Background: an optimization exercise with open tools, aiming at small area, a short achievable clock period and few clock cycles. Do not read the settings as production practice.
RTL that was checked went through simulation tests only; none was proved equivalent to the original.
Function not checked in run 2: the RTL went through the layout flow alone.

===== run.sh =====
#!/bin/bash
# synth_recipe.tcl (not shown) runs the flow's synth.tcl, then flattens the netlist and writes it again
# the make line also repeats each setting of config.mk as NAME=value (left out here)
make -C /OpenROAD-flow-scripts/flow DESIGN_CONFIG=/design/flow/config.mk WORK_HOME=/design/flow/orfs CLKGATE_MAP_FILE= SYNTH_SCRIPT=/design/flow/synth_recipe.tcl finish

===== config.mk =====
export PLATFORM = sky130hd
export DESIGN_NAME = bankers_safe_grant
export DESIGN_NICKNAME = bankers_safe_grant
export VERILOG_FILES = /design/flow/design.v
export SDC_FILE = /design/flow/constraint.sdc
export NUM_CORES = 4
export LEC_CHECK = 0
export CAP_MARGIN = 20
export CORE_MARGIN = 2
export CORE_UTILIZATION = 40
export SLEW_MARGIN = 20

===== constraint.sdc =====
create_clock -name core_clock -period 11.0 [get_ports {clk_i}]
set_input_delay 2.2000 -clock core_clock [delete_from_list [all_inputs] [get_ports {clk_i}]]
set_output_delay 2.2000 -clock core_clock [all_outputs]
set_load 0.01 [all_outputs]

===== design.v =====
package bsg_pkg;
  localparam int PROCESSES  = 8;
  localparam int RESOURCES  = 4;
  localparam int AMOUNT_W   = 16;
  localparam int PROC_W     = 3;
  localparam int SUM_W      = AMOUNT_W + $clog2(PROCESSES + 1);
  localparam int CFG_IDX_W  = 2;
  localparam int CFG_DATA_W = 4;
  localparam logic [1:0] ACT_LOAD_AVAIL = 2'd0;
  localparam logic [1:0] ACT_LOAD_MAX   = 2'd1;
  localparam logic [1:0] ACT_LOAD_ALLOC = 2'd2;
  localparam logic [1:0] ACT_REQUEST    = 2'd3;
  localparam logic [2:0] ST_GRANTED = 3'd0;
  localparam logic [2:0] ST_CLAIM   = 3'd1;
  localparam logic [2:0] ST_AVAIL   = 3'd2;
  localparam logic [2:0] ST_UNSAFE  = 3'd3;
  localparam logic [2:0] ST_LOADED  = 3'd4;
  localparam logic [CFG_IDX_W-1:0] REG_PROCS = 2'd0;
  localparam logic [CFG_IDX_W-1:0] REG_RES   = 2'd1;
endpackage
module bsg_lane (
  input  logic [bsg_pkg::AMOUNT_W:0]   need_i,      
  input  logic [bsg_pkg::AMOUNT_W-1:0] alloc_i,     
  input  logic [bsg_pkg::AMOUNT_W-1:0] avail_i,
  input  logic [bsg_pkg::AMOUNT_W-1:0] amt_i,
  input  logic                         rb_i,        
  input  logic                         ld_max_i,
  input  logic                         ld_alloc_i,
  input  logic                         req_i,
  output logic [bsg_pkg::AMOUNT_W:0]   need_w_o,
  output logic [bsg_pkg::AMOUNT_W-1:0] alloc_w_o,
  output logic [bsg_pkg::AMOUNT_W-1:0] avail_w_o,
  output logic                         claim_o,     
  output logic                         short_o,     
  output logic                         fitp_o,      
  input  logic [bsg_pkg::PROCESSES*bsg_pkg::AMOUNT_W-1:0]     col_alloc_i,
  input  logic [bsg_pkg::PROCESSES*(bsg_pkg::AMOUNT_W+1)-1:0] col_need_i,
  input  logic [bsg_pkg::PROCESSES-1:0] fit_q_i,
  input  logic [bsg_pkg::AMOUNT_W-1:0]  work_q_i,
  input  logic                          ov_q_i,
  input  logic                          en_i,
  output logic [bsg_pkg::AMOUNT_W-1:0]  work_o,
  output logic                          ov_o,
  output logic [bsg_pkg::PROCESSES-1:0] cmp_o
);
  localparam int AW = bsg_pkg::AMOUNT_W;
  localparam int NP = bsg_pkg::PROCESSES;
  localparam int SW = bsg_pkg::SUM_W;
  logic          use_n, use_a, neg_a, neg_x;
  logic [AW:0]   na, nb, nc;
  assign use_n = rb_i || !ld_max_i;
  assign use_a = !rb_i && (ld_max_i || ld_alloc_i);
  assign neg_a = !rb_i && ld_max_i;
  assign neg_x = !rb_i && !ld_max_i;
  assign na = use_n ? need_i : '0;
  assign nb = use_a ? ({1'b0, alloc_i} ^ {(AW+1){neg_a}}) : '0;
  assign nc = {1'b0, amt_i} ^ {(AW+1){neg_x}};
  assign need_w_o = na + nb + nc + (AW+1)'(neg_a || neg_x);
  logic [AW-1:0] aa;
  assign aa = (rb_i || req_i) ? alloc_i : '0;
  assign alloc_w_o = rb_i ? aa - amt_i : aa + amt_i;
  logic [AW:0] vd;
  assign vd = {1'b0, avail_i} - {1'b0, amt_i};
  assign short_o = vd[AW];
  assign avail_w_o = rb_i ? avail_i + amt_i : (req_i ? vd[AW-1:0] : amt_i);
  assign claim_o = need_i[AW] || need_w_o[AW];
  assign fitp_o  = need_i[AW] || (need_i[AW-1:0] <= avail_i);
  logic [SW-1:0] sum;
  always_comb begin
    sum = SW'(work_q_i);
    for (int i = 0; i < NP; i++) begin
      sum = sum + SW'(col_alloc_i[i*AW +: AW] & {AW{fit_q_i[i]}});
    end
  end
  assign work_o = rb_i ? sum[AW-1:0] : vd[AW-1:0];
  assign ov_o   = rb_i && (ov_q_i || (sum[SW-1:AW] != '0));
  for (genvar i = 0; i < NP; i++) begin : g_cmp
    logic [AW:0] nd;
    assign nd = col_need_i[i*(AW+1) +: AW+1];
    assign cmp_o[i] = !en_i || ov_o || nd[AW] || (nd[AW-1:0] <= work_o);
  end
endmodule
module bsg_merge (
  input  logic [bsg_pkg::RESOURCES-1:0] claim_i,
  input  logic [bsg_pkg::RESOURCES-1:0] short_i,
  input  logic [bsg_pkg::RESOURCES-1:0] en_i,
  output logic [2:0]                    fail_o
);
  localparam int RESOURCES = bsg_pkg::RESOURCES;
  always_comb begin
    fail_o = bsg_pkg::ST_GRANTED;
    for (int r = RESOURCES - 1; r >= 0; r--) begin
      if (en_i[r]) begin
        if (claim_i[r])      fail_o = bsg_pkg::ST_CLAIM;
        else if (short_i[r]) fail_o = bsg_pkg::ST_AVAIL;
      end
    end
  end
endmodule
module bankers_safe_grant (
  input  logic                            clk_i,
  input  logic                            rst_ni,
  input  logic                            start,
  output logic                            busy,
  input  logic [68:0]                     in_i,
  output logic                            done_o,
  output logic [3:0]                      res_o,
  input  logic                            cfg_valid_i,
  output logic                            cfg_ready_o,
  input  logic [bsg_pkg::CFG_IDX_W-1:0]   cfg_index_i,
  input  logic [bsg_pkg::CFG_DATA_W-1:0]  cfg_data_i
);
  localparam int NP = bsg_pkg::PROCESSES;
  localparam int NR = bsg_pkg::RESOURCES;
  localparam int AW = bsg_pkg::AMOUNT_W;
  localparam int PW = bsg_pkg::PROC_W;
  logic        a_v_q;
  logic [68:0] a_q;
  logic            b_q;
  logic [PW-1:0]   bp_q;
  logic [AW-1:0]   breq_q  [NR];
  logic [AW-1:0]   work_q  [NR];
  logic [NR-1:0]   ov_q;
  logic [NP-1:0]   fit_q;
  logic [NP-1:0]   fin_q;
  logic [NP-1:0]   np_q;
  logic [NR-1:0]   nr_q;
  logic [AW-1:0]   avail_q [NR];
  logic [AW-1:0]   alloc_q [NP][NR];
  logic [AW:0]     need_q  [NP][NR];
  logic            done_q;
  logic [3:0]      res_q;
  logic          issue;
  logic [1:0]    act;
  logic [PW-1:0] p;
  logic          is_req, ld_avail, ld_max, ld_alloc;
  logic [PW-1:0] row;
  logic [AW-1:0] amt     [NR];
  logic [AW:0]   need_w  [NR];
  logic [AW-1:0] alloc_w [NR];
  logic [AW-1:0] avail_w [NR];
  logic [NR-1:0] claim, short, fitp;
  logic [AW-1:0] work    [NR];
  logic [NR-1:0] ov;
  logic [NP-1:0] cmp     [NR];
  logic [2:0]    fail;
  logic [NP-1:0] fit, fin_base;
  logic          all_fin, none_fit, p_ok, pass, go_rounds, commit, rollback;
  assign busy        = a_v_q && b_q;
  assign issue       = a_v_q && !b_q;
  assign cfg_ready_o = 1'b1;
  assign done_o      = done_q;
  assign res_o       = res_q;
  assign act      = a_q[68:67];
  assign p        = a_q[66:64];
  assign is_req   = act == bsg_pkg::ACT_REQUEST;
  assign ld_avail = act == bsg_pkg::ACT_LOAD_AVAIL;
  assign ld_max   = act == bsg_pkg::ACT_LOAD_MAX;
  assign ld_alloc = act == bsg_pkg::ACT_LOAD_ALLOC;
  assign row      = b_q ? bp_q : p;
  for (genvar r = 0; r < NR; r++) begin : g_lane
    logic [NP*AW-1:0]     col_alloc;
    logic [NP*(AW+1)-1:0] col_need;
    for (genvar i = 0; i < NP; i++) begin : g_col
      assign col_alloc[i*AW +: AW]         = alloc_q[i][r];
      assign col_need[i*(AW+1) +: AW+1]    = need_q[i][r];
    end
    assign amt[r] = b_q ? breq_q[r] : a_q[63-16*r -: 16];
    bsg_lane u_lane (
      .need_i      (need_q[row][r]),
      .alloc_i     (alloc_q[row][r]),
      .avail_i     (avail_q[r]),
      .amt_i       (amt[r]),
      .rb_i        (b_q),
      .ld_max_i    (ld_max),
      .ld_alloc_i  (ld_alloc),
      .req_i       (is_req),
      .need_w_o    (need_w[r]),
      .alloc_w_o   (alloc_w[r]),
      .avail_w_o   (avail_w[r]),
      .claim_o     (claim[r]),
      .short_o     (short[r]),
      .fitp_o      (fitp[r]),
      .col_alloc_i (col_alloc),
      .col_need_i  (col_need),
      .fit_q_i     (fit_q),
      .work_q_i    (work_q[r]),
      .ov_q_i      (ov_q[r]),
      .en_i        (nr_q[r]),
      .work_o      (work[r]),
      .ov_o        (ov[r]),
      .cmp_o       (cmp[r])
    );
  end
  bsg_merge u_merge (
    .claim_i (claim),
    .short_i (short),
    .en_i    (nr_q),
    .fail_o  (fail)
  );
  always_comb begin
    for (int i = 0; i < NP; i++) begin
      if (!b_q && PW'(i) == p) fit[i] = np_q[i] && &(fitp | ~nr_q);
      else fit[i] = (b_q ? !fin_q[i] : np_q[i]) && cmp[0][i] && cmp[1][i] && cmp[2][i] && cmp[3][i];
    end
  end
  assign fin_base  = b_q ? fin_q : ~np_q;
  assign all_fin   = &(fin_base | fit);
  assign none_fit  = fit == '0;
  assign p_ok      = np_q[p];
  assign pass      = issue && is_req && p_ok && fail == bsg_pkg::ST_GRANTED;
  assign commit    = pass && (all_fin || !none_fit);
  assign go_rounds = pass && !all_fin && !none_fit;
  assign rollback  = b_q && !all_fin && none_fit;
  always_ff @(posedge clk_i or negedge rst_ni) begin
    if (!rst_ni) begin
      a_v_q  <= 1'b0;
      b_q    <= 1'b0;
      done_q <= 1'b0;
      res_q  <= '0;
      np_q   <= '1;
      nr_q   <= '1;
      for (int r = 0; r < NR; r++) begin
        avail_q[r] <= '0;
        for (int i = 0; i < NP; i++) begin
          alloc_q[i][r] <= '0;
          need_q[i][r]  <= '0;
        end
      end
    end else begin
      if (!busy) a_v_q <= start;
      if (cfg_valid_i) begin
        if (cfg_index_i == bsg_pkg::REG_PROCS) begin
          for (int i = 0; i < NP; i++) np_q[i] <= 4'(i) < cfg_data_i;
        end else if (cfg_index_i == bsg_pkg::REG_RES) begin
          for (int r = 0; r < NR; r++) nr_q[r] <= 3'(r) < cfg_data_i[2:0];
        end
      end
      done_q <= 1'b0;
      if (issue) begin
        if (!is_req) begin
          done_q <= 1'b1;
          res_q  <= {1'b0, bsg_pkg::ST_LOADED};
        end else if (!p_ok) begin
          done_q <= 1'b1;
          res_q  <= {1'b0, bsg_pkg::ST_CLAIM};
        end else if (fail != bsg_pkg::ST_GRANTED) begin
          done_q <= 1'b1;
          res_q  <= {1'b0, fail};
        end else if (all_fin) begin
          done_q <= 1'b1;
          res_q  <= {1'b1, bsg_pkg::ST_GRANTED};
        end else if (none_fit) begin
          done_q <= 1'b1;
          res_q  <= {1'b0, bsg_pkg::ST_UNSAFE};
        end
      end
      if (b_q) begin
        if (all_fin) begin
          done_q <= 1'b1;
          res_q  <= {1'b1, bsg_pkg::ST_GRANTED};
        end else if (none_fit) begin
          done_q <= 1'b1;
          res_q  <= {1'b0, bsg_pkg::ST_UNSAFE};
        end
      end
      if (issue) b_q <= go_rounds;
      else if (b_q) b_q <= !all_fin && !none_fit;
      for (int r = 0; r < NR; r++) begin
        if ((issue && ld_avail) || ((commit || rollback) && nr_q[r]))
          avail_q[r] <= avail_w[r];
        for (int i = 0; i < NP; i++) begin
          if (row == PW'(i)) begin
            if ((issue && ld_alloc) || ((commit || rollback) && nr_q[r]))
              alloc_q[i][r] <= alloc_w[r];
            if ((issue && (ld_max || ld_alloc)) || ((commit || rollback) && nr_q[r]))
              need_q[i][r] <= need_w[r];
          end
        end
      end
    end
  end
  always_ff @(posedge clk_i) begin
    if (!busy) a_q <= in_i;
    if (issue) begin
      bp_q <= p;
      for (int r = 0; r < NR; r++) breq_q[r] <= a_q[63-16*r -: 16];
    end
    if (issue || b_q) begin
      fit_q <= fit;
      fin_q <= fin_base | fit;
      for (int r = 0; r < NR; r++) begin
        work_q[r] <= work[r];
        ov_q[r]   <= ov[r];
      end
    end
  end
endmodule

==> notes.md, run 1 <==
Port Buffer Count=84; Setup violations, final=0; CTS tree=built; Area growth syn-to-layout=12.88%; number of flops mapped to enable cells by yosys=220; register area share after synthesis=32.82%; Synth Net Count=12210; worst skew pair latency=0.88 ns; clock sinks=1359; post-route ant nets=0; CP required=11.80 ns; Final Hold Viols=0; FF/Latch Area=0.03513 mm^2; Final Core Density=45.49%; highest clock rate=0.09294 GHz; Post-Layout Inst Area=0.1208 mm^2; initial antenna violation count=21; most frequent cells in the layout=inv_1 (1131), dfrtp_1 (1126), ha_1 (892); vias in the first global route=89280; commonest non-fill, non-tap cell in the layout=inv_1; worst reg-to-reg path cell count=39; final hold slack=0.4999 ns; count of cell types in the netlist=101; crit end category=flip-flop; Worst Max-Slew Pin Slew=1.264 ns; crit path kind=reg2reg; DPL Wire Length=310800 um; Primary FF master, synth=dfrtp_1; largest area contributor in the netlist=dfrtp_1; most frequent cell on the critical path=buf_4; total core area=0.2656 mm^2; fraction of layout cells with a size suffix above 1=16.01%; YS warnings=20; aggregate global-route resource usage=30.18%; fin crit period=10.76 ns; mean area per synthesized cell=9.988 um^2; hold path depth=1; Via density=6.009; worst clock skew=0.07939 ns; post-synth top area share=26.35%; Post-DP Area=0.1136 mm^2; crit path max fanout=17; CTS Buf Count=169; routed wire length=416000 um; I/O Pins=86; Pins Over Slew Limit=0; H-tree depth=4; DR vias=87790; CTS clk-pin slew, worst paths=0.07 ns; fin nets=12410; DR WL/cell=28.47 um; total gr overflow=0; die area=0.2717 mm^2; Post-Syn Area=0.1070 mm^2; first-pass GRT wire length=606600 um; root buffer cell=clkbuf_16; post-synthesis cell count=10710; starting density of the core=40.30%; Placer Congestion=0.9760; Clock Tree Buf Depth=3; Iter 0 DRT Violations=9128; asr flop ratio synth=83.81%; Max Cap Violations=0; count of state elements after synthesis=1359; largest net degree at the start of global routing=161; Slew Limit Headroom=15.43%; Final period util=97.82%; slowest stage delay, CP=0.75 ns; row cnt=189; Multi-input gate area=0.06587 mm^2; drc violations=0; Worst path slowest cell=o21ai_1; outcome=finished clean; chip height=521.2 um; unrepaired setup endpoints after global routing=yes; Pre-antenna DRT Iters=6; hold crit path type=reg2reg; die width=521.2 um; fillers=24800; ranking of synthesized cells by area=dfrtp_1 (26%), ha_1 (10%), fa_1 (9.7%); Critical Path AT=11.56 ns; CP Launch Type=flip-flop
[cell families after synthesis]
kind of cell               after synthesis  synth area share, %
AOI/OAI and AO/OA                     2300                14.33
xor gates and xnor gates               441                3.609
adders and majority gates             1418                20.22
buffers and inverters                 1610                5.992
DFF                                   1359                32.82
muxes                                 1090                11.49
other                                    1             0.003504
and+or+nand+nor                       2495                11.54
[sequential cells by signal, summed over array words and instances, names as in the netlist]
register  flops
res_q         4
a_v_q         1
nr_q          4
np_q          8
avail_q      64
need_q      544
done_q        1
fin_q         8
ov_q          4
alloc_q     512
bp_q          3
fit_q         8
breq_q       64
b_q           1
work_q       64
a_q          69
[area by class of cell]
class | count | share of cell area [%]
clock inverters | 78 | 0.7747
flip-flops and latches | 1359 | 29.08
repair buffers | 501 | 4.284
inverters | 1138 | 3.545
well taps | 3533 | 3.659
multi-input cells | 7745 | 54.52
clock buffers | 238 | 4.094
diodes | 19 | 0.03936
[worst max-delay path, delay by kind of cell (launching register included)]
family                   cells  cell delay (ns)
adder cells (fa/ha/maj)      7             2.85
AO/OA/AOI/OAI               11             2.72
AND/OR/NAND/NOR              9             2.36
buffers and inverters       10             1.93
flip-flops                   1             0.40
multiplexers                 1             0.20
XOR/XNOR                     1             0.13
[timing repair]
| action | CTS | global route |
|---|---|---|
| hold endpoints to repair | 0 | 0 |
| resized for setup | 2 | 20 |
| setup buffers | 82 | 11 |
| endpoints found under the setup margin | 752 | 1092 |
| hold buffers | 0 | 0 |
| pin swaps | 42 | 6 |
[per-layer routing]
layer,part of all wire (%),track usage (%)
met2,45,47.17
met3,8.5,6.083
met1,39,38.17
met5,0.021,0
met4,7.3,19.19
[synthesized netlist by cell type (85+ instances only)]
master / n
a21o_1: 161
a21oi_1: 670
a22oi_1: 196
and2_1: 307
clkbuf_1: 318
dfrtp_1: 1127
edfxtp_1: 220
fa_1: 520
ha_1: 894
inv_1: 1135
mux2_2: 879
mux2i_1: 169
nand2_1: 898
nand3_1: 106
nand4_1: 122
nor2_1: 570
nor2b_1: 85
o21ai_0: 351
xnor2_1: 274
xor2_1: 167
[per-stage QoR]
step	setup WS, ns	TNS [ns]	std cells
detailed placement	-0.1663	-45.35	14180
CTS	0.07275	0	14580
global placement	-0.1835	-47.62	14180
floorplan	0.8995	0	10710
global route	-0.04085	-0.4530	14600
finish	0.2403	0	14610
[final timing paths]
kind	start	end	slack [ns]
hold reg to reg	need_q[12][0]$_DFFE_PN0P_	need_q[12][0]$_DFFE_PN0P_	0.50
setup / recovery	fit_q[0]$_DFFE_PP_	need_q[22][0]$_DFFE_PN0P_	0.24
max in group asynchronous	rst_ni	need_q[31][8]$_DFFE_PN0P_	7.34
setup reg to reg	fit_q[0]$_DFFE_PP_	need_q[22][0]$_DFFE_PN0P_	0.24
hold / removal	need_q[12][0]$_DFFE_PN0P_	need_q[12][0]$_DFFE_PN0P_	0.50
min in group asynchronous	rst_ni	alloc_q[8][12]$_DFFE_PN0P_	1.38
Testbench counts, summed over its fixed seeds: cycles 9,938.
==> run 2, diff against run 1 <==
--- a/design.v
+++ b/design.v
@@ -26,2 +26,3 @@
   input  logic                         rb_i,        
+  input  logic                         round_i,     
   input  logic                         ld_max_i,
@@ -48,2 +49,14 @@
   localparam int SW = bsg_pkg::SUM_W;
+  function automatic logic le(input logic [AW-1:0] a, input logic [AW-1:0] b);
+    logic [AW-1:0] g, l;
+    g = a & ~b;
+    l = ~a & b;
+    for (int n = AW; n > 1; n = n / 2) begin
+      for (int k = 0; k < n / 2; k++) begin
+        g[k] = g[2*k+1] | (!l[2*k+1] & g[2*k]);
+        l[k] = l[2*k+1] | (!g[2*k+1] & l[2*k]);
+      end
+    end
+    le = !g[0];
+  endfunction
   logic          use_n, use_a, neg_a, neg_x;
@@ -66,3 +79,3 @@
   assign claim_o = need_i[AW] || need_w_o[AW];
-  assign fitp_o  = need_i[AW] || (need_i[AW-1:0] <= avail_i);
+  assign fitp_o  = need_i[AW] || le(need_i[AW-1:0], avail_i);
   logic [SW-1:0] sum;
@@ -74,4 +87,4 @@
   end
-  assign work_o = rb_i ? sum[AW-1:0] : vd[AW-1:0];
-  assign ov_o   = rb_i && (ov_q_i || (sum[SW-1:AW] != '0));
+  assign work_o = round_i ? sum[AW-1:0] : vd[AW-1:0];
+  assign ov_o   = round_i && (ov_q_i || (sum[SW-1:AW] != '0));
   for (genvar i = 0; i < NP; i++) begin : g_cmp
@@ -79,3 +92,3 @@
     assign nd = col_need_i[i*(AW+1) +: AW+1];
-    assign cmp_o[i] = !en_i || ov_o || nd[AW] || (nd[AW-1:0] <= work_o);
+    assign cmp_o[i] = !en_i || ov_o || nd[AW] || le(nd[AW-1:0], work_o);
   end
@@ -119,2 +132,3 @@
   logic            b_q;
+  logic            rb_q;      
   logic [PW-1:0]   bp_q;
@@ -147,5 +161,5 @@
   logic [NP-1:0] fit, fin_base;
-  logic          all_fin, none_fit, p_ok, pass, go_rounds, commit, rollback;
-  assign busy        = a_v_q && b_q;
-  assign issue       = a_v_q && !b_q;
+  logic          all_fin, none_fit, p_ok, pass, wr_req;
+  assign busy        = a_v_q && (b_q || rb_q);
+  assign issue       = a_v_q && !b_q && !rb_q;
   assign cfg_ready_o = 1'b1;
@@ -159,3 +173,3 @@
   assign ld_alloc = act == bsg_pkg::ACT_LOAD_ALLOC;
-  assign row      = b_q ? bp_q : p;
+  assign row      = rb_q ? bp_q : p;
   for (genvar r = 0; r < NR; r++) begin : g_lane
@@ -167,3 +181,3 @@
     end
-    assign amt[r] = b_q ? breq_q[r] : a_q[63-16*r -: 16];
+    assign amt[r] = rb_q ? breq_q[r] : a_q[63-16*r -: 16];
     bsg_lane u_lane (
@@ -173,3 +187,4 @@
       .amt_i       (amt[r]),
-      .rb_i        (b_q),
+      .rb_i        (rb_q),
+      .round_i     (b_q),
       .ld_max_i    (ld_max),
@@ -211,5 +226,3 @@
   assign pass      = issue && is_req && p_ok && fail == bsg_pkg::ST_GRANTED;
-  assign commit    = pass && (all_fin || !none_fit);
-  assign go_rounds = pass && !all_fin && !none_fit;
-  assign rollback  = b_q && !all_fin && none_fit;
+  assign wr_req    = pass || rb_q;
   always_ff @(posedge clk_i or negedge rst_ni) begin
@@ -218,2 +231,3 @@
       b_q    <= 1'b0;
+      rb_q   <= 1'b0;
       done_q <= 1'b0;
@@ -266,6 +280,7 @@
       end
-      if (issue) b_q <= go_rounds;
+      if (issue) b_q <= pass && !all_fin && !none_fit;
       else if (b_q) b_q <= !all_fin && !none_fit;
+      rb_q <= (pass || b_q) && !all_fin && none_fit;
       for (int r = 0; r < NR; r++) begin
-        if ((issue && ld_avail) || ((commit || rollback) && nr_q[r]))
+        if ((issue && ld_avail) || (wr_req && nr_q[r]))
           avail_q[r] <= avail_w[r];
@@ -273,5 +288,5 @@
           if (row == PW'(i)) begin
-            if ((issue && ld_alloc) || ((commit || rollback) && nr_q[r]))
+            if ((issue && ld_alloc) || (wr_req && nr_q[r]))
               alloc_q[i][r] <= alloc_w[r];
-            if ((issue && (ld_max || ld_alloc)) || ((commit || rollback) && nr_q[r]))
+            if ((issue && (ld_max || ld_alloc)) || (wr_req && nr_q[r]))
               need_q[i][r] <= need_w[r];
==> run 2 against run 1 <==
Effect of this change:
- still clean on timing, DRC and antenna
- non-clock buffer count shrank 75
- final cell count shrank 0.17%
- critical path depth shrank 11
- register-to-register slack gained 0.50 ns
- first-iteration DRC count grew 19%
- hold slack gained 0.0077 ns
- maximum frequency grew 4.9%
- sequential share of layout area grew 0.78 points
- die area shrank 1.9%
- clock skew shrank 0.0072 ns
- highest routed layer unchanged
==> notes.md, run 2 <==
Post-Syn Area=0.1049 mm^2 (-1.9%); initial antenna violation count=33 (+57%); CTS clk-pin slew, worst paths=0.06 ns (about the same); hold crit path type=reg2reg; YS warnings=20 (unchanged); CP bufs+invs=5 (-5); first-pass GRT wire length=647400 um (+6.7%); routed wire length=451300 um (+8.5%); Final Hold Viols=0 (unchanged); Area growth syn-to-layout=12.17%; Compound-Gate Fraction of Synth Area=17.41% (+3.1 points); Final period util=93.28% (-4.5 points); CTS Buf Count=175 (+3.6%); ranking of synthesized cells by area=dfrtp_1 (27%), mux2_2 (11%), fa_1 (9.9%); post-synthesis mux area share=12.67% (+1.2 points); count of state elements after synthesis=1360 (+0.074%); Post-Synth Simple-Gate Area=12.96% (+1.4 points); worst skew pair latency=0.91 ns (+0.03 ns); most frequent cell after synthesis=dfrtp_1; slowest stage delay, CP=1.17 ns (+0.42 ns); most frequent cells in the layout=dfrtp_1 (1126), inv_1 (1027), mux2_2 (1023); CP required=11.81 ns (about the same); row cnt=188 (-0.53%); xor and xnor fraction of the mapped netlist area=2.562% (-1.0 points); DR WL/cell=30.94 um (+8.7%); DPL Wire Length=332100 um (+6.9%); CP Launch Type=flip-flop; Post-Layout Inst Area=0.1177 mm^2 (-2.5%); Via density=6.280 (+4.5%); Iter 0 DRT Violations=10870 (+19%); fillers=24930 (+0.52%); Slew Limit Headroom=12.12% (-3.3 points); largest family of logic cells by synthesized area=compound AO/OA/AOI/OAI gates; fin nets=11870 (-4.3%); biggest regs=need_q: 544 flops, alloc_q: 512 flops, a_q: 69 flops; worst r2r src=fit_q[0]$_DFFE_PP_; fraction of layout cells with a size suffix above 1=17.47% (+1.5 points); Worst path slowest cell=edfxtp_1; Pins Over Slew Limit=0 (unchanged); die area=0.2665 mm^2 (-1.9%); post-synthesis adder-cell area fraction=14.95% (-5.3 points); post-synth top area share=26.90% (+0.54 points); Max Cap Violations=0 (unchanged); setup TNS=0 ns (unchanged); total gr overflow=0 (unchanged); clock sinks=1360 (+0.074%); I/O Pins=86 (unchanged); Setup violations, final=0 (unchanged); root buffer cell=clkbuf_16; asr flop ratio synth=83.82% (about the same); vias in the first global route=89450 (+0.19%); most frequent cell on the critical path=fa_1; H-tree depth=4 (unchanged); CTS hold repair buffers=0 (unchanged); highest clock rate=0.09746 GHz (+4.9%); largest area contributor in the netlist=dfrtp_1; Multi-input gate area=0.06416 mm^2 (-2.6%); register area share after synthesis=33.49% (+0.67 points); Port Buffer Count=84 (unchanged); mean area per synthesized cell=9.623 um^2 (-3.7%); starting density of the core=40.12% (-0.18 points); chip height=516.2 um (-0.96%); Crit. Startpoint=fit_q[0]$_DFFE_PP_; CTS tree=built; total core area=0.2616 mm^2 (-1.5%); worst clock skew=0.07221 ns (-0.007185 ns); commonest non-fill, non-tap cell in the layout=dfrtp_1; crit path kind=reg2reg; outcome=finished clean; DR vias=91600 (+4.3%); Primary FF master, synth=dfrtp_1; crit path max fanout=33 (+16); Worst Max-Slew Pin Slew=1.306 ns (+0.04225 ns); Critical Path AT=11.07 ns (-0.49 ns); post-cts resize count=0 (-2); Largest register FFs=544 (unchanged); unrepaired setup endpoints after global routing=no; cell family with most CP delay=adder cells; Synth Net Count=11850 (-3.0%); largest net degree at the start of global routing=137 (-15%); Post-DP Area=0.1117 mm^2 (-1.7%); Placer Congestion=1.007 (+3.1%); post-synthesis cell count=10910 (+1.8%); post-route ant nets=0 (unchanged); min-delay src=alloc_q[27][0]$_DFFE_PN0P_; Pre-antenna DRT Iters=9 (+3); crit end category=flip-flop; post-CTS setup buffer count=0 (-100%); number of flops mapped to enable cells by yosys=220 (unchanged); aggregate global-route resource usage=33.30% (+3.1 points); die width=516.2 um (-0.96%); drc violations=0 (unchanged); Clock Tree Buf Depth=4 (+1); FF/Latch Area=0.03516 mm^2 (about the same); Post-synth top cells=dfrtp_1 (1128), inv_1 (1030), mux2_2 (1024), nand2_1 (918), o21ai_0 (611); count of cell types in the netlist=115 (+14%); largest reg by FF count=need_q; fin crit period=10.26 ns (-0.4986 ns)
## run 2: changes by cell type after synthesis, moves of 94 or more
| cell | before | now |
|---|---|---|
| o21ai_0 | 351 | 611 |
| clkbuf_1 | 318 | 438 |
| mux2_2 | 879 | 1024 |
| maj3_1 | 4 | 98 |
| a21oi_1 | 670 | 523 |
| inv_1 | 1135 | 1030 |
| ha_1 | 894 | 341 |
## run 2: per-layer routing
layer | wire, um | global-route usage, % | vias to the layer above
met1 | 180200 | 43.45 | 46460
met3 | 43670 | 7.732 | 1236
li1 | - | - | 38940
met4 | 29590 | 18.67 | 36
met5 | 347 | 0 | -
met2 | 197500 | 50.79 | 4929
## run 2: cells by family (layout without fill, tap and decap cells)
group,count (synthesis),after routing
simple gates,2762,2762
compound gates,2710,2710
buf+inv,1614,1772
flops,1360,1360
mux,1190,1190
fa+ha+maj,962,962
xor+xnor,307,307
other cells,1,8
## run 2: layout make-up
type | instances | area share [%]
Clock buffer | 233 | 4.244
Tap cell | 3515 | 3.736
Sequential cell | 1360 | 29.86
Multi-Input combinational cell | 7932 | 54.50
Antenna cell | 7 | 0.01488
Clock inverter | 79 | 0.8768
Inverter | 1034 | 3.300
Timing Repair Buffer | 426 | 3.465
## run 2: tightest hold or removal path, delay by kind of cell (launching register included)
kind | cells | cell delay, ns
flip-flops | 1 | 0.36
AO/OA/AOI/OAI | 1 | 0.06
AND/OR/NAND/NOR | 1 | 0.05
## run 2: through the flow
step	instances	hold slack [ns]	worst slack (ns)	util, %
finish	14590	0.5075	0.7389	45.01
detailed placement	14270	0.4946	1.050	42.69
global route	14580	0.5293	0.2847	45.00
global placement	14270	0.4825	0.3486	42.67
CTS	14580	0.5083	0.9766	44.99
floorplan	10910	0.4507	0.4299	-
## run 2: worst paths after layout
check | slack [ns] | to | depth (start not counted)
hold / removal | 0.51 | alloc_q[27][0]$_DFFE_PN0P_ | 2
max in group asynchronous | 7.22 | alloc_q[26][11]$_DFFE_PN0P_ | 3
min in group asynchronous | 1.34 | avail_q[0][5]$_DFFE_PN0P_ | 1
hold reg to reg | 0.51 | alloc_q[27][0]$_DFFE_PN0P_ | 2
setup / recovery | 0.74 | res_q[2]$_DFF_PN0_ | 28
setup reg to reg | 0.74 | res_q[2]$_DFF_PN0_ | 28
==> run 3, diff against run 2 <==
--- a/design.v
+++ b/design.v
@@ -42,3 +42,3 @@
   input  logic                          en_i,
-  output logic [bsg_pkg::AMOUNT_W-1:0]  work_o,
+  output logic [bsg_pkg::AMOUNT_W-1:0]  work_o,      
   output logic                          ov_o,
@@ -73,8 +73,12 @@
   assign aa = (rb_i || req_i) ? alloc_i : '0;
-  assign alloc_w_o = rb_i ? aa - amt_i : aa + amt_i;
+  assign alloc_w_o = aa + (amt_i ^ {AW{rb_i}}) + AW'(rb_i);
   logic [AW:0] vd;
-  assign vd = {1'b0, avail_i} - {1'b0, amt_i};
-  assign short_o = vd[AW];
-  assign avail_w_o = rb_i ? avail_i + amt_i : (req_i ? vd[AW-1:0] : amt_i);
-  assign claim_o = need_i[AW] || need_w_o[AW];
+  logic [AW-1:0] va;
+  logic          sub_v;
+  assign sub_v = req_i && !rb_i;
+  assign va = (rb_i || req_i) ? avail_i : '0;
+  assign vd = {1'b0, va} + ({1'b0, amt_i} ^ {(AW+1){sub_v}}) + (AW+1)'(sub_v);
+  assign avail_w_o = vd[AW-1:0];
+  assign claim_o = need_i[AW] || !le(amt_i, need_i[AW-1:0]);
+  assign short_o = !le(amt_i, avail_i);
   assign fitp_o  = need_i[AW] || le(need_i[AW-1:0], avail_i);
@@ -89,2 +93,6 @@
   assign ov_o   = round_i && (ov_q_i || (sum[SW-1:AW] != '0));
+  logic [AW-1:0] tgt;
+  logic          tov;
+  assign tgt = round_i ? work_q_i : vd[AW-1:0];
+  assign tov = round_i && ov_q_i;
   for (genvar i = 0; i < NP; i++) begin : g_cmp
@@ -92,3 +100,3 @@
     assign nd = col_need_i[i*(AW+1) +: AW+1];
-    assign cmp_o[i] = !en_i || ov_o || nd[AW] || le(nd[AW-1:0], work_o);
+    assign cmp_o[i] = !en_i || tov || nd[AW] || le(nd[AW-1:0], tgt);
   end
@@ -131,5 +139,6 @@
   logic [68:0] a_q;
+  logic [NP-1:0] asel_q;    
   logic            b_q;
   logic            rb_q;      
-  logic [PW-1:0]   bp_q;
+  logic [NP-1:0]   bsel_q;    
   logic [AW-1:0]   breq_q  [NR];
@@ -150,3 +159,5 @@
   logic          is_req, ld_avail, ld_max, ld_alloc;
-  logic [PW-1:0] row;
+  logic [NP-1:0] row;       
+  logic [AW:0]   need_row  [NR];
+  logic [AW-1:0] alloc_row [NR];
   logic [AW-1:0] amt     [NR];
@@ -173,3 +184,3 @@
   assign ld_alloc = act == bsg_pkg::ACT_LOAD_ALLOC;
-  assign row      = rb_q ? bp_q : p;
+  assign row      = rb_q ? bsel_q : asel_q;
   for (genvar r = 0; r < NR; r++) begin : g_lane
@@ -181,6 +192,14 @@
     end
+    always_comb begin
+      need_row[r]  = '0;
+      alloc_row[r] = '0;
+      for (int i = 0; i < NP; i++) begin
+        need_row[r]  = need_row[r]  | (need_q[i][r]  & {(AW+1){row[i]}});
+        alloc_row[r] = alloc_row[r] | (alloc_q[i][r] & {AW{row[i]}});
+      end
+    end
     assign amt[r] = rb_q ? breq_q[r] : a_q[63-16*r -: 16];
     bsg_lane u_lane (
-      .need_i      (need_q[row][r]),
-      .alloc_i     (alloc_q[row][r]),
+      .need_i      (need_row[r]),
+      .alloc_i     (alloc_row[r]),
       .avail_i     (avail_q[r]),
@@ -217,3 +236,3 @@
     for (int i = 0; i < NP; i++) begin
-      if (!b_q && PW'(i) == p) fit[i] = np_q[i] && &(fitp | ~nr_q);
+      if (!b_q && asel_q[i]) fit[i] = np_q[i] && &(fitp | ~nr_q);
       else fit[i] = (b_q ? !fin_q[i] : np_q[i]) && cmp[0][i] && cmp[1][i] && cmp[2][i] && cmp[3][i];
@@ -223,4 +242,4 @@
   assign all_fin   = &(fin_base | fit);
-  assign none_fit  = fit == '0;
-  assign p_ok      = np_q[p];
+  assign none_fit  = fit == '0 && !(b_q && fit_q != '0);
+  assign p_ok      = |(np_q & asel_q);
   assign pass      = issue && is_req && p_ok && fail == bsg_pkg::ST_GRANTED;
@@ -287,3 +306,3 @@
         for (int i = 0; i < NP; i++) begin
-          if (row == PW'(i)) begin
+          if (row[i]) begin
             if ((issue && ld_alloc) || (wr_req && nr_q[r]))
@@ -298,5 +317,8 @@
   always_ff @(posedge clk_i) begin
-    if (!busy) a_q <= in_i;
+    if (!busy) begin
+      a_q <= in_i;
+      for (int i = 0; i < NP; i++) asel_q[i] <= in_i[66:64] == PW'(i);
+    end
     if (issue) begin
-      bp_q <= p;
+      bsel_q <= asel_q;
       for (int r = 0; r < NR; r++) breq_q[r] <= a_q[63-16*r -: 16];
==> run 3 against run 2 <==
Effect of this change:
- final cell count fell by 5.7%
- sequential share of layout area rose by 1.4 points
- flip-flop and latch count grew 10
- final area down 3.6%
- clock skew down 0.024 ns
- register-to-register slack better by 1.9 ns
- non-clock buffer count is 185 lower
- hold slack better by 0.0017 ns
- highest routed layer unchanged
==> notes.md, run 3 <==
outcome=finished clean; Largest register FFs=544 (unchanged); Clock Tree Buf Depth=3 (-1); CTS Buf Count=165 (-5.7%); Via density=6.253 (-0.43%); Primary FF master, synth=dfrtp_1; ranking of synthesized cells by area=dfrtp_1 (27%), fa_1 (10%), mux2_2 (6.9%); biggest regs=need_q: 544 flops, alloc_q: 512 flops, a_q: 66 flops; row cnt=186 (-1.1%); commonest non-fill, non-tap cell in the layout=dfrtp_1; most frequent cells in the layout=dfrtp_1 (1126), nand2_1 (980), inv_1 (942); crit path kind=reg2reg; worst r2r src=rb_q$_DFF_PN0_; worst reg-to-reg setup slack=2.62 ns (+1.88 ns); fin cells=13760 (-5.7%); Multi-input gate area=0.06212 mm^2 (-3.2%); Max Cap Violations=0 (unchanged); largest net degree at the start of global routing=167 (+22%); CP bufs+invs=2 (-3); worst hold endpoint=alloc_q[30][14]$_DFFE_PN0P_; post-CTS setup buffer count=0 (unchanged); cell family with most CP delay=compound AO/OA/AOI/OAI gates; Final Core Density=44.15% (-0.85 points); worst reg-to-reg path cell count=17 (-39%); number of flops mapped to enable cells by yosys=230 (+4.5%); Port Buffer Count=84 (unchanged); post-synthesis cell count=10360 (-5.0%); crit end category=flip-flop; worst skew pair latency=0.88 ns (-0.03 ns); fin crit period=8.378 ns (-1.883 ns); Final period util=76.16% (-17 points); largest reg by FF count=need_q; most frequent cell after synthesis=dfrtp_1; I/O Pins=86 (unchanged); post-cts resize count=0 (unchanged); total core area=0.2569 mm^2 (-1.8%); first-pass GRT wire length=575000 um (-11%); Area growth syn-to-layout=9.730%; initial antenna violation count=21 (-36%); Iter 0 DRT Violations=10180 (-6.4%); DR vias=86050 (-6.1%); starting density of the core=40.24% (+0.11 points); vias in the first global route=83760 (-6.4%); Synth Net Count=11230 (-5.2%); CP Cell Sequence=mux2_8 -> buf_4 -> a22oi_1 -> nand4_1 -> o22ai_1 -> a211oi_1 -> o21ai_1 -> maj3_2 -> a221o_1 -> a221oi_1 -> nor2_1 -> a211oi_1 -> or4b_1 -> a21oi_4 -> buf_4 -> nand2b_1 -> mux2_2; Slew Limit Headroom=19.56% (+7.4 points); fin nets=11080 (-6.6%); drc violations=0 (unchanged); DPL Wire Length=286100 um (-14%); highest clock rate=0.1194 GHz (+22%); Critical Path AT=9.11 ns (-1.96 ns); total gr overflow=0 (unchanged); fraction of layout cells with a size suffix above 1=13.89% (-3.6 points); CP Launch Type=flip-flop; CTS tree=built; count of cell types in the netlist=123 (+7.0%); Post-Syn Area=0.1034 mm^2 (-1.5%); register area share after synthesis=34.29% (+0.80 points); Placer Congestion=0.9661 (-4.0%); CTS hold repair buffers=0 (unchanged); largest area contributor in the netlist=dfrtp_1; clock sinks=1370 (+0.74%); H-tree depth=4 (unchanged); Pre-antenna DRT Iters=6 (-3); hold crit path type=reg2reg; chip height=512.4 um (-0.74%); Setup violations, final=0 (unchanged); fillers=24310 (-2.5%); Worst path slowest cell=nand2b_1; routed wire length=394000 um (-13%); cell count after placement=13440 (-5.8%); final hold slack=0.5092 ns (+0.001705 ns); aggregate global-route resource usage=29.34% (-4.0 points); mean area per synthesized cell=9.975 um^2 (+3.7%); Pins Over Slew Limit=0 (unchanged); worst clock skew=0.04815 ns (-0.02406 ns); asr flop ratio synth=83.21% (-0.61 points); crit path max fanout=50 (+52%); Post-synth top cells=dfrtp_1 (1128), nand2_1 (982), inv_1 (945), mux2_2 (632), a22oi_1 (560); die width=512.4 um (-0.74%); hold path depth=1 (-1); slowest stage delay, CP=0.93 ns (-0.24 ns); FF/Latch Area=0.03546 mm^2 (+0.85%); CP required=11.74 ns (-0.07 ns); die area=0.2625 mm^2 (-1.5%); post-synth top area share=27.30% (+0.41 points); post-route ant nets=0 (unchanged); DR WL/cell=28.64 um (-7.5%); count of state elements after synthesis=1370 (+0.74%); setup TNS=0 ns (unchanged); YS warnings=24 (+20%); root buffer cell=clkbuf_16; Worst Max-Slew Pin Slew=1.194 ns (-0.1126 ns); CTS clk-pin slew, worst paths=0.07 ns (about the same); Final Hold Viols=0 (unchanged); Reg-to-Reg End=avail_q[2][10]$_DFFE_PN0P_; min-delay src=alloc_q[30][14]$_DFFE_PN0P_; unrepaired setup endpoints after global routing=no
## run 3: how the worst max path moves through the flow
stage / end / slack, ns / startpoint / cells after the start
2_1_floorplan: res_q[3]$_DFF_PN0_ / 3.70 / rb_q$_DFF_PN0_ / 33
3_3_place_gp: res_q[3]$_DFF_PN0_ / 2.71 / rb_q$_DFF_PN0_ / 20
3_5_place_dp: res_q[3]$_DFF_PN0_ / 2.75 / rb_q$_DFF_PN0_ / 20
4_1_cts: res_q[3]$_DFF_PN0_ / 2.75 / rb_q$_DFF_PN0_ / 20
5_1_grt: done_q$_DFF_PN0_ / 2.53 / a_q[67]$_DFFE_PN_ / 22
6_report: avail_q[2][10]$_DFFE_PN0P_ / 2.62 / rb_q$_DFF_PN0_ / 17
## run 3: logic make-up (layout without fill, tap and decap cells)
kind of cell,after synthesis,count (layout),synth area share (%)
other cells,1,14,0.003627
mux,1180,1180,13.14
xor+xnor,306,306,2.592
simple gates,2442,2442,11.33
compound gates,2639,2639,17.97
fa+ha+maj,927,927,14.62
flops,1370,1370,34.29
buf+inv,1499,1498,6.050
## run 3: final cells by class
class	instances	share of cell area [%]
Sequential cell	1370	31.26
Clock buffer	215	4.120
Clock inverter	92	0.9298
Antenna cell	13	0.02868
Multi-Input combinational cell	7495	54.76
Timing Repair Buffer	241	2.014
Tap cell	3384	3.732
Inverter	950	3.156
## run 3: worst reg2reg max path: stages (launching register included)
cell and delay, ns:
dfrtp_4 0.64, mux2_8 0.78, buf_4 0.63, a22oi_1 0.29, nand4_1 0.31, o22ai_1 0.20, a211oi_1 0.33, o21ai_1 0.16
maj3_2 0.34, a221o_1 0.34, a221oi_1 0.36, nor2_1 0.23, a211oi_1 0.56, or4b_1 0.89, a21oi_4 0.31, buf_4 0.51
nand2b_1 0.96, mux2_2 0.43
## run 3: routing by layer
layer / GRT usage, % / up-vias / routed length (um)
met5: 0 / - / 128
met4: 11.59 / 20 / 17010
met3: 7.227 / 863 / 41570
met2: 41.48 / 4657 / 161800
li1: - / 36820 / -
met1: 42.65 / 43690 / 173500
## run 3: per-stage QoR
| step | setup WS (ns) | area [um^2] |
|---|---|---|
| floorplan | 3.699 | 103400 |
| global placement | 2.713 | 107500 |
| CTS | 2.745 | 113300 |
| global route | 2.526 | 113400 |
| finish | 2.622 | 113400 |
| detailed placement | 2.746 | 107600 |
Testbench counts of run 3, summed over its fixed seeds: cycles 12,508.
==> run 4, diff against run 3 <==
--- a/config.mk
+++ b/config.mk
@@ -10,2 +10,4 @@
 export CORE_UTILIZATION = 40
+export SETUP_SLACK_MARGIN = 4
 export SLEW_MARGIN = 20
+export TNS_END_PERCENT = 5
==> run 4 against run 3 <==
Effect of this change:
- die area unchanged
- setup slack improved by 1.2 ns
- still clean
- routed wire length up 5.5%
- critical path type unchanged
- largest cell class unchanged
- non-clock buffer count grew 54
- flip-flop and latch count unchanged
- clock-buffer cell count up 18
==> notes.md, run 4 <==
outcome=finished clean; setup TNS=0 ns (unchanged); crit end category=flip-flop; Port Buffer Count=84 (unchanged); I/O Pins=86 (unchanged); CTS clk-pin slew, worst paths=0.06 ns (about the same); number of flops mapped to enable cells by yosys=230 (unchanged); Largest register FFs=544 (unchanged); H-tree depth=4 (unchanged); post-synthesis adder-cell area fraction=14.62% (unchanged); total gr overflow=0 (unchanged); Post-Synth Simple-Gate Area=11.33% (unchanged); CTS Buf Count=169 (+2.4%); ranking of synthesized cells by area=dfrtp_1 (27%), fa_1 (10%), mux2_2 (6.9%); hold crit path type=reg2reg; highest clock rate=0.1393 GHz (+17%); Iter 0 DRT Violations=11900 (+17%); Final Core Density=44.64% (+0.48 points); Via density=6.309 (+0.89%); slowest stage delay, CP=0.79 ns (-0.14 ns); Synth Net Count=11230 (unchanged); largest family of logic cells by synthesized area=compound AO/OA/AOI/OAI gates; xor and xnor fraction of the mapped netlist area=2.592% (unchanged); most frequent cells in the layout=dfrtp_1 (1126), nand2_1 (979), inv_1 (942); Post-Layout Inst Area=0.1147 mm^2 (+1.1%); die area=0.2625 mm^2 (unchanged); CTS tree=built; Post-DP Area=0.1075 mm^2 (about the same); commonest non-fill, non-tap cell in the layout=dfrtp_1; fin crit period=7.177 ns (-1.201 ns); Setup violations, final=0 (unchanged); Worst path slowest cell=nor3_1; total core area=0.2569 mm^2 (unchanged); register area share after synthesis=34.29% (unchanged); fraction of layout cells with a size suffix above 1=14.63% (+0.75 points); Final period util=65.24% (-11 points); Placer Congestion=0.9769 (+1.1%); worst reg-to-reg setup slack=3.82 ns (+1.20 ns); CP Cell Sequence=buf_8 -> buf_6 -> or3b_2 -> and3_1 -> fa_1 -> nand2b_1 -> a21o_1 -> a21o_1 -> a311o_1 -> mux2i_2 -> buf_4 -> a31oi_1 -> nor2_1 -> and3b_1 -> nor3_1 -> a2111oi_0 -> nand2_1 -> nand3_1 -> and4bb_1 -> nand3_1 -> a311o_1; Max Cap Violations=0 (unchanged); Area growth syn-to-layout=10.93%; Primary FF master, synth=dfrtp_1; drc violations=0 (unchanged); Worst Max-Slew Pin Slew=1.261 ns (+0.06700 ns); chip height=512.4 um (unchanged); Clock Tree Buf Depth=3 (unchanged); Compound-Gate Fraction of Synth Area=17.97% (unchanged); starting density of the core=40.24% (unchanged); DR vias=87350 (+1.5%); count of cell types in the netlist=123 (unchanged); largest area contributor in the netlist=dfrtp_1; largest net degree at the start of global routing=169 (+1.2%); DPL Wire Length=286900 um (+0.28%); crit path max fanout=57 (+14%); row cnt=186 (unchanged); CP required=11.76 ns (+0.02 ns); Slew Limit Headroom=15.97% (-3.6 points); fin nets=11160 (+0.65%); CTS hold repair buffers=0 (unchanged); post-synthesis cell count=10360 (unchanged); die width=512.4 um (unchanged); YS warnings=24 (unchanged); largest reg by FF count=need_q; routed wire length=415900 um (+5.5%); first-pass GRT wire length=585900 um (+1.9%); biggest regs=need_q: 544 flops, alloc_q: 512 flops, a_q: 66 flops; asr flop ratio synth=83.21% (unchanged); Critical Path AT=7.93 ns (-1.18 ns); worst skew pair latency=0.90 ns (+0.02 ns); vias in the first global route=83970 (+0.25%); aggregate global-route resource usage=30.12% (+0.79 points); root buffer cell=clkbuf_16; clock sinks=1370 (unchanged); worst clock skew=0.06284 ns (+0.01469 ns); Post-Syn Area=0.1034 mm^2 (unchanged); most frequent cell after synthesis=dfrtp_1; CP Launch Type=flip-flop; Post-synth top cells=dfrtp_1 (1128), nand2_1 (982), inv_1 (945), mux2_2 (632), a22oi_1 (560); Final Hold Viols=0 (unchanged); post-synth top area share=27.30% (unchanged); Pins Over Slew Limit=0 (unchanged); Pre-antenna DRT Iters=9 (+3); crit path kind=reg2reg; DR WL/cell=30.04 um (+4.9%); mean area per synthesized cell=9.975 um^2 (unchanged); initial antenna violation count=15 (-29%); count of state elements after synthesis=1370 (unchanged); post-synthesis mux area share=13.14% (unchanged); unrepaired setup endpoints after global routing=yes; post-route ant nets=0 (unchanged)
run 4: changes by cell type in the layout (fill, tap and decap cells not counted), moves of 7 or more:
cell	delta
a21boi_0	-19
a21boi_1	+16
buf_12	+12
buf_4	+9
buf_6	+18
buf_8	+7
clkbuf_1	+18
clkbuf_16	+8
clkinv_2	-13
mux2_4	+13
o21ai_0	-8
o21ai_1	+8
run 4: timing repair:
| action | in CTS | in global routing |
|---|---|---|
| resized for setup | 39 | 105 |
| endpoints found under the setup margin | 1137 | 1136 |
| cloned | 4 | 15 |
| buffers inserted | 20 | 35 |
| pin swaps | 6 | 13 |
run 4: cells by family (layout without fill, tap and decap cells):
family                   Yosys count  count (layout)
AND/OR/NAND/NOR                 2442            2443
adder cells (fa/ha/maj)          927             927
flip-flops                      1370            1370
buffers and inverters           1499            1563
XOR/XNOR                         306             306
AO/OA/AOI/OAI                   2639            2639
other                              1              19
multiplexers                    1180            1193
run 4: area by class of cell:
cell class / instances / area [um^2]
sequential: 1370 / 35460
antenna: 18 / 45.04
tap: 3384 / 4234
inverter: 950 / 3581
clock buffer: 233 / 4786
multi-input combinational: 7509 / 62490
timing repair buffer: 295 / 3113
fill: 24300 / 142200
clock inverter: 85 / 972.2
run 4: critical path: cells and delay by family, from the launching register on:
kind	cells	cell delay, ns
adders and majority gates	1	0.47
and+or+nand+nor	10	3.11
buffers and inverters	3	0.81
muxes	1	0.18
AOI/OAI and AO/OA	6	1.79
DFF	1	0.62
run 4: path summary, 6_finish.rpt:
kind,startpoint,depth (start not counted),endpoint
max reg2reg,rb_q$_DFF_PN0_,21,res_q[3]$_DFF_PN0_
max in group asynchronous,rst_ni,3,alloc_q[6][13]$_DFFE_PN0P_
min in group asynchronous,rst_ni,1,need_q[4][3]$_DFFE_PN0P_
min,alloc_q[23][11]$_DFFE_PN0P_,1,alloc_q[23][11]$_DFFE_PN0P_
max,rb_q$_DFF_PN0_,21,res_q[3]$_DFF_PN0_
min reg2reg,alloc_q[23][11]$_DFFE_PN0P_,1,alloc_q[23][11]$_DFFE_PN0P_
run 4: routing by layer:
metal,up-vias,GRT usage [%],wire length [um]
met5,-,0.2192,161
met4,10,12.47,21350
met3,934,8.313,50410
met2,5227,40.81,163100
met1,44160,44.49,180800
li1,37020,-,-
run 4: per-stage QoR:
stage	instances	hold WS, ns	setup slack, ns
2_1_floorplan	10360	0.4244	4.036
3_3_place_gp	13430	0.4914	3.072
3_5_place_dp	13430	0.4986	3.042
4_1_cts	13780	0.5112	3.816
5_1_grt	13830	0.5285	3.833
6_report	13840	0.5122	3.823
==> run 5, diff against run 4 <==
--- a/design.v
+++ b/design.v
@@ -25,2 +25,3 @@
   input  logic [bsg_pkg::AMOUNT_W-1:0] amt_i,
+  input  logic [bsg_pkg::AMOUNT_W-1:0] req_amt_i,   
   input  logic                         rb_i,        
@@ -62,3 +63,3 @@
   logic          use_n, use_a, neg_a, neg_x;
-  logic [AW:0]   na, nb, nc;
+  logic [AW:0]   na, nb, nc, ns, nk;
   assign use_n = rb_i || !ld_max_i;
@@ -70,8 +71,13 @@
   assign nc = {1'b0, amt_i} ^ {(AW+1){neg_x}};
-  assign need_w_o = na + nb + nc + (AW+1)'(neg_a || neg_x);
+  assign ns = na ^ nb ^ nc;
+  assign nk = {(na[AW-1:0] & nb[AW-1:0]) | (na[AW-1:0] & nc[AW-1:0]) | (nb[AW-1:0] & nc[AW-1:0]),
+               neg_a || neg_x};
+  assign need_w_o = ns + nk;
   logic [AW-1:0] aa;
+  logic [AW:0]   at;
   assign aa = (rb_i || req_i) ? alloc_i : '0;
-  assign alloc_w_o = aa + (amt_i ^ {AW{rb_i}}) + AW'(rb_i);
-  logic [AW:0] vd;
+  assign at = {aa, 1'b1} + {amt_i ^ {AW{rb_i}}, rb_i};
+  assign alloc_w_o = at[AW:1];
   logic [AW-1:0] va;
+  logic [AW:0]   vt;
   logic          sub_v;
@@ -79,15 +85,34 @@
   assign va = (rb_i || req_i) ? avail_i : '0;
-  assign vd = {1'b0, va} + ({1'b0, amt_i} ^ {(AW+1){sub_v}}) + (AW+1)'(sub_v);
-  assign avail_w_o = vd[AW-1:0];
-  assign claim_o = need_i[AW] || !le(amt_i, need_i[AW-1:0]);
-  assign short_o = !le(amt_i, avail_i);
+  assign vt = {va, 1'b1} + {amt_i ^ {AW{sub_v}}, sub_v};
+  assign avail_w_o = vt[AW:1];
+  logic [AW-1:0] work0;
+  assign work0   = avail_i - req_amt_i;
+  assign claim_o = need_i[AW] || !le(req_amt_i, need_i[AW-1:0]);
+  assign short_o = !le(req_amt_i, avail_i);
   assign fitp_o  = need_i[AW] || le(need_i[AW-1:0], avail_i);
+  function automatic logic [2*SW-1:0] csa(input logic [SW-1:0] x, input logic [SW-1:0] y,
+                                          input logic [SW-1:0] z);
+    logic [SW-1:0] maj;
+    maj = (x & y) | (x & z) | (y & z);
+    csa = {x ^ y ^ z, maj[SW-2:0], 1'b0};
+  endfunction
+  logic [SW-1:0] op [NP+1];
+  logic [SW-1:0] l1 [6];
+  logic [SW-1:0] l2 [4];
+  logic [SW-1:0] l3 [2];
+  logic [SW-1:0] l4 [2];
   logic [SW-1:0] sum;
   always_comb begin
-    sum = SW'(work_q_i);
-    for (int i = 0; i < NP; i++) begin
-      sum = sum + SW'(col_alloc_i[i*AW +: AW] & {AW{fit_q_i[i]}});
-    end
+    op[0] = SW'(work_q_i);
+    for (int i = 0; i < NP; i++) op[i+1] = SW'(col_alloc_i[i*AW +: AW] & {AW{fit_q_i[i]}});
+    {l1[0], l1[1]} = csa(op[0], op[1], op[2]);
+    {l1[2], l1[3]} = csa(op[3], op[4], op[5]);
+    {l1[4], l1[5]} = csa(op[6], op[7], op[8]);
+    {l2[0], l2[1]} = csa(l1[0], l1[1], l1[2]);
+    {l2[2], l2[3]} = csa(l1[3], l1[4], l1[5]);
+    {l3[0], l3[1]} = csa(l2[0], l2[1], l2[2]);
+    {l4[0], l4[1]} = csa(l3[0], l3[1], l2[3]);
   end
-  assign work_o = round_i ? sum[AW-1:0] : vd[AW-1:0];
+  assign sum = l4[0] + l4[1];
+  assign work_o = round_i ? sum[AW-1:0] : work0;
   assign ov_o   = round_i && (ov_q_i || (sum[SW-1:AW] != '0));
@@ -95,3 +120,3 @@
   logic          tov;
-  assign tgt = round_i ? work_q_i : vd[AW-1:0];
+  assign tgt = round_i ? work_q_i : work0;
   assign tov = round_i && ov_q_i;
@@ -159,3 +184,4 @@
   logic          is_req, ld_avail, ld_max, ld_alloc;
-  logic [NP-1:0] row;       
+  logic [NP-1:0] row_q;     
+  logic [NP-1:0] asel_n, bsel_n;
   logic [AW:0]   need_row  [NR];
@@ -184,3 +210,6 @@
   assign ld_alloc = act == bsg_pkg::ACT_LOAD_ALLOC;
-  assign row      = rb_q ? bsel_q : asel_q;
+  always_comb begin
+    for (int i = 0; i < NP; i++) asel_n[i] = busy ? asel_q[i] : in_i[66:64] == PW'(i);
+  end
+  assign bsel_n   = issue ? asel_q : bsel_q;
   for (genvar r = 0; r < NR; r++) begin : g_lane
@@ -196,4 +225,4 @@
       for (int i = 0; i < NP; i++) begin
-        need_row[r]  = need_row[r]  | (need_q[i][r]  & {(AW+1){row[i]}});
-        alloc_row[r] = alloc_row[r] | (alloc_q[i][r] & {AW{row[i]}});
+        need_row[r]  = need_row[r]  | (need_q[i][r]  & {(AW+1){row_q[i]}});
+        alloc_row[r] = alloc_row[r] | (alloc_q[i][r] & {AW{row_q[i]}});
       end
@@ -206,2 +235,3 @@
       .amt_i       (amt[r]),
+      .req_amt_i   (a_q[63-16*r -: 16]),
       .rb_i        (rb_q),
@@ -306,3 +336,3 @@
         for (int i = 0; i < NP; i++) begin
-          if (row[i]) begin
+          if (row_q[i]) begin
             if ((issue && ld_alloc) || (wr_req && nr_q[r]))
@@ -317,8 +347,7 @@
   always_ff @(posedge clk_i) begin
-    if (!busy) begin
-      a_q <= in_i;
-      for (int i = 0; i < NP; i++) asel_q[i] <= in_i[66:64] == PW'(i);
-    end
+    if (!busy) a_q <= in_i;
+    asel_q <= asel_n;
+    bsel_q <= bsel_n;
+    row_q  <= ((pass || b_q) && !all_fin && none_fit) ? bsel_n : asel_n;
     if (issue) begin
-      bsel_q <= asel_q;
       for (int r = 0; r < NR; r++) breq_q[r] <= a_q[63-16*r -: 16];
--- a/config.mk
+++ b/config.mk
@@ -10,3 +10,3 @@
 export CORE_UTILIZATION = 40
-export SETUP_SLACK_MARGIN = 4
+export SETUP_SLACK_MARGIN = 5
 export SLEW_MARGIN = 20
==> run 5 against run 4 <==
Effect of this change:
- still clean
- via count rose by 0.40%
- clock-buffer cell count fell by 14
- sequential share of layout area fell by 1.3 points
- utilization rose by 0.24 points
- flip-flop and latch count rose by 8
- critical path type unchanged
- critical endpoint is now alloc_q[19][7]$_DFFE_PN0P_
==> notes.md, run 5 <==
Slew Limit Headroom=27.62% (+12 points); Synth Net Count=11620 (+3.5%); Setup WS post-layout=4.861 ns (+1.038 ns); Primary FF master, synth=dfrtp_1; dpl ws=4.126 ns (+1.084 ns); clock sinks=1378 (+0.58%); fin nets=11590 (+3.9%); post-synth top area share=26.33% (-0.98 points); crit path max fanout=24 (-58%); Via density=6.124 (-2.9%); Setup violations, final=0 (unchanged); vias in the first global route=87050 (+3.7%); number of flops mapped to enable cells by yosys=214 (-7.0%); drc violations=0 (unchanged); initial antenna violation count=25 (+10); first-pass GRT wire length=575900 um (-1.7%); largest area contributor in the netlist=dfrtp_1; H-tree depth=4 (unchanged); outcome=finished clean; fraction of layout cells with a size suffix above 1=19.30% (+4.7 points); YS warnings=29 (+21%); Multi-input gate area=0.06649 mm^2 (+6.4%); row cnt=190 (+2.2%); largest reg by FF count=need_q; worst clock skew=0.05327 ns (-0.009564 ns); CTS tree=built; Final Hold Viols=0 (unchanged); Placer Congestion=0.9287 (-4.9%); starting density of the core=40.12% (-0.11 points); root buffer cell=clkbuf_16; Port Buffer Count=84 (unchanged); ranking of synthesized cells by area=dfrtp_1 (26%), fa_1 (9.6%), mux2_2 (7.4%); routed wire length=394000 um (-5.3%); fin crit period=6.139 ns (-1.038 ns); commonest non-fill, non-tap cell in the layout=dfrtp_1; I/O Pins=86 (unchanged); Area growth syn-to-layout=11.83%; most frequent cells in the layout=dfrtp_1 (1126), inv_1 (915), nand2_1 (735); setup TNS=0 ns (unchanged); largest net degree at the start of global routing=174 (+3.0%); DR vias=87690 (+0.40%); chip height=521.7 um (+1.8%); die area=0.2722 mm^2 (+3.7%); aggregate global-route resource usage=27.97% (-2.2 points); Post-synth top cells=dfrtp_1 (1128), inv_1 (921), nand2_1 (744), mux2_2 (707), a22oi_1 (538); Largest register FFs=544 (unchanged); post-synthesis cell count=10640 (+2.6%); Post-Syn Area=0.1072 mm^2 (+3.7%); most frequent cell after synthesis=dfrtp_1; Critical Path AT=6.87 ns (-1.06 ns); highest clock rate=0.1629 GHz (+17%); count of cell types in the netlist=117 (-4.9%); DPL Wire Length=267500 um (-6.8%); die width=521.7 um (+1.8%); Iter 0 DRT Violations=9013 (-24%); biggest regs=need_q: 544 flops, alloc_q: 512 flops, a_q: 66 flops; CTS clk-pin slew, worst paths=0.06 ns (about the same); Worst Max-Slew Pin Slew=1.081 ns (-0.1796 ns); Max Cap Violations=0 (unchanged); crit end category=flip-flop; CP Launch Type=flip-flop; mean area per synthesized cell=10.08 um^2 (+1.0%); DR WL/cell=27.52 um (-8.4%); CP required=11.73 ns (-0.03 ns); FF/Latch Area=0.03549 mm^2 (about the same); post-route ant nets=0 (unchanged); Clock Tree Buf Depth=4 (+1); Pre-antenna DRT Iters=9 (unchanged); unrepaired setup endpoints after global routing=yes; CP Cell Sequence=buf_6 -> a22o_1 -> or4_4 -> a211o_1 -> a311oi_2 -> o221ai_1 -> a31oi_1 -> o221ai_1 -> nand2_1 -> o22ai_1 -> a211o_1 -> o31ai_4 -> and2_1 -> a21o_4 -> nand2_8 -> mux2_4; Pins Over Slew Limit=0 (unchanged); register area share after synthesis=33.06% (-1.2 points); fillers=25100 (+3.3%); CTS Buf Count=168 (-0.59%); CTS hold repair buffers=0 (unchanged); Worst path slowest cell=or4_4; hold crit path type=reg2reg; slowest stage delay, CP=0.59 ns (-0.20 ns); count of state elements after synthesis=1378 (+0.58%); asr flop ratio synth=82.73% (-0.48 points); worst skew pair latency=0.88 ns (-0.02 ns); crit path kind=reg2reg; total core area=0.2672 mm^2 (+4.0%); Final period util=55.81% (-9.4 points); total gr overflow=0 (unchanged)
run 5: metal layers:
layer | track usage, % | up-vias | wire length (um)
li1 | - | 37900 | -
met1 | 37.06 | 44490 | 159300
met2 | 43.64 | 4321 | 175600
met3 | 5.523 | 975 | 36570
met4 | 13.67 | 14 | 22280
met5 | 0 | - | 246
run 5: worst paths after layout:
kind | slack (ns) | cells after the start | startpoint | endpoint
setup / recovery | 4.86 | 16 | row_q[3]$_DFF_P_ | alloc_q[19][7]$_DFFE_PN0P_
hold / removal | 0.45 | 2 | bsel_q[3]$_DFF_P_ | bsel_q[3]$_DFF_P_
setup reg to reg | 4.86 | 16 | row_q[3]$_DFF_P_ | alloc_q[19][7]$_DFFE_PN0P_
hold reg to reg | 0.45 | 2 | bsel_q[3]$_DFF_P_ | bsel_q[3]$_DFF_P_
max in group asynchronous | 7.31 | 3 | rst_ni | alloc_q[5][4]$_DFFE_PN0P_
min in group asynchronous | 1.38 | 1 | rst_ni | alloc_q[8][3]$_DFFE_PN0P_
run 5: critical path: cells and delay by family (launching register included):
kind            cells  cell delay [ns]
compound gates     10             3.24
simple gates        4             1.54
flops               1             0.47
mux                 1             0.37
buf+inv             1             0.26
run 5: final cells by class:
type	count	share of cell area, %
Antenna cell	30	0.06261
Clock buffer	219	3.957
Clock inverter	83	0.6627
Inverter	926	2.909
Multi-Input combinational cell	7735	55.45
Sequential cell	1378	29.60
Tap cell	3552	3.707
Timing Repair Buffer	396	3.650
run 5: stage by stage:
stage          std cells  hold slack (ns)  cell area, um^2  utilization, %
5_1_grt            14300           0.4802           119800           44.85
3_3_place_gp       13810           0.4275           110900           41.51
4_1_cts            14210           0.4488           118200           44.24
2_1_floorplan      10640           0.4149           107200               -
3_5_place_dp       13810           0.4340           110900           41.51
6_report           14320           0.4486           119900           44.87
run 5: repair_timing:
action | in CTS | in global routing
pin swaps | 26 | 99
buffers inserted | 85 | 74
endpoints found under the hold margin | 0 | 0
resized for setup | 146 | 222
cloned | 12 | 6
setup endpoints to repair | 1100 | 858
run 5: kinds of logic (layout without fill, tap and decap cells):
logic type,after synthesis,in the layout,synth area share [%]
xor+xnor,435,435,3.554
fa+ha+maj,1017,1017,15.19
mux,1066,1066,12.29
other cells,1,31,0.003498
simple gates,2543,2543,12.49
buf+inv,1526,1624,6.047
compound gates,2672,2673,17.37
flops,1378,1378,33.06
Testbench counts of run 5, summed over its fixed seeds: cycles 12,508.

static timing again, ports no longer ideal:
The results above use ideal ports. As a check the final layouts listed here were re-extracted and re-timed, cells and wires unchanged. Step 1, drivers: a clkbuf_16 drives clk_i and a buf_2 each remaining input, both assumed. Step 2 moves the port delays by t, midway between the first and last clock arrival at a register: inputs arrive t later, outputs are due t later. That takes back most of the time a late clock gives input paths. a / b / c = ideal / step 1 / step 2; a / b = the first two.
| run | t, ns | setup WS [ns] | worst setup path at the end | latest minus earliest clock arrival (ns) |
|---|---|---|---|---|
| run 1 | 0.941 | 0.240 / 0.240 / 0.240 | register to register | 0.079 / 0.080 |
| run 2 | 0.968 | 0.739 / 0.739 / 0.739 | register to register | 0.072 / 0.073 |
| run 3 | 0.946 | 2.622 / 2.622 / 2.622 | register to register | 0.049 / 0.048 |
| run 4 | 0.957 | 3.823 / 3.823 / 3.823 | register to register | 0.063 / 0.063 |
| run 5 | 0.955 | 4.861 / 4.861 / 4.861 | register to register | 0.053 / 0.053 |
After both steps setup and hold are still met in every run listed.
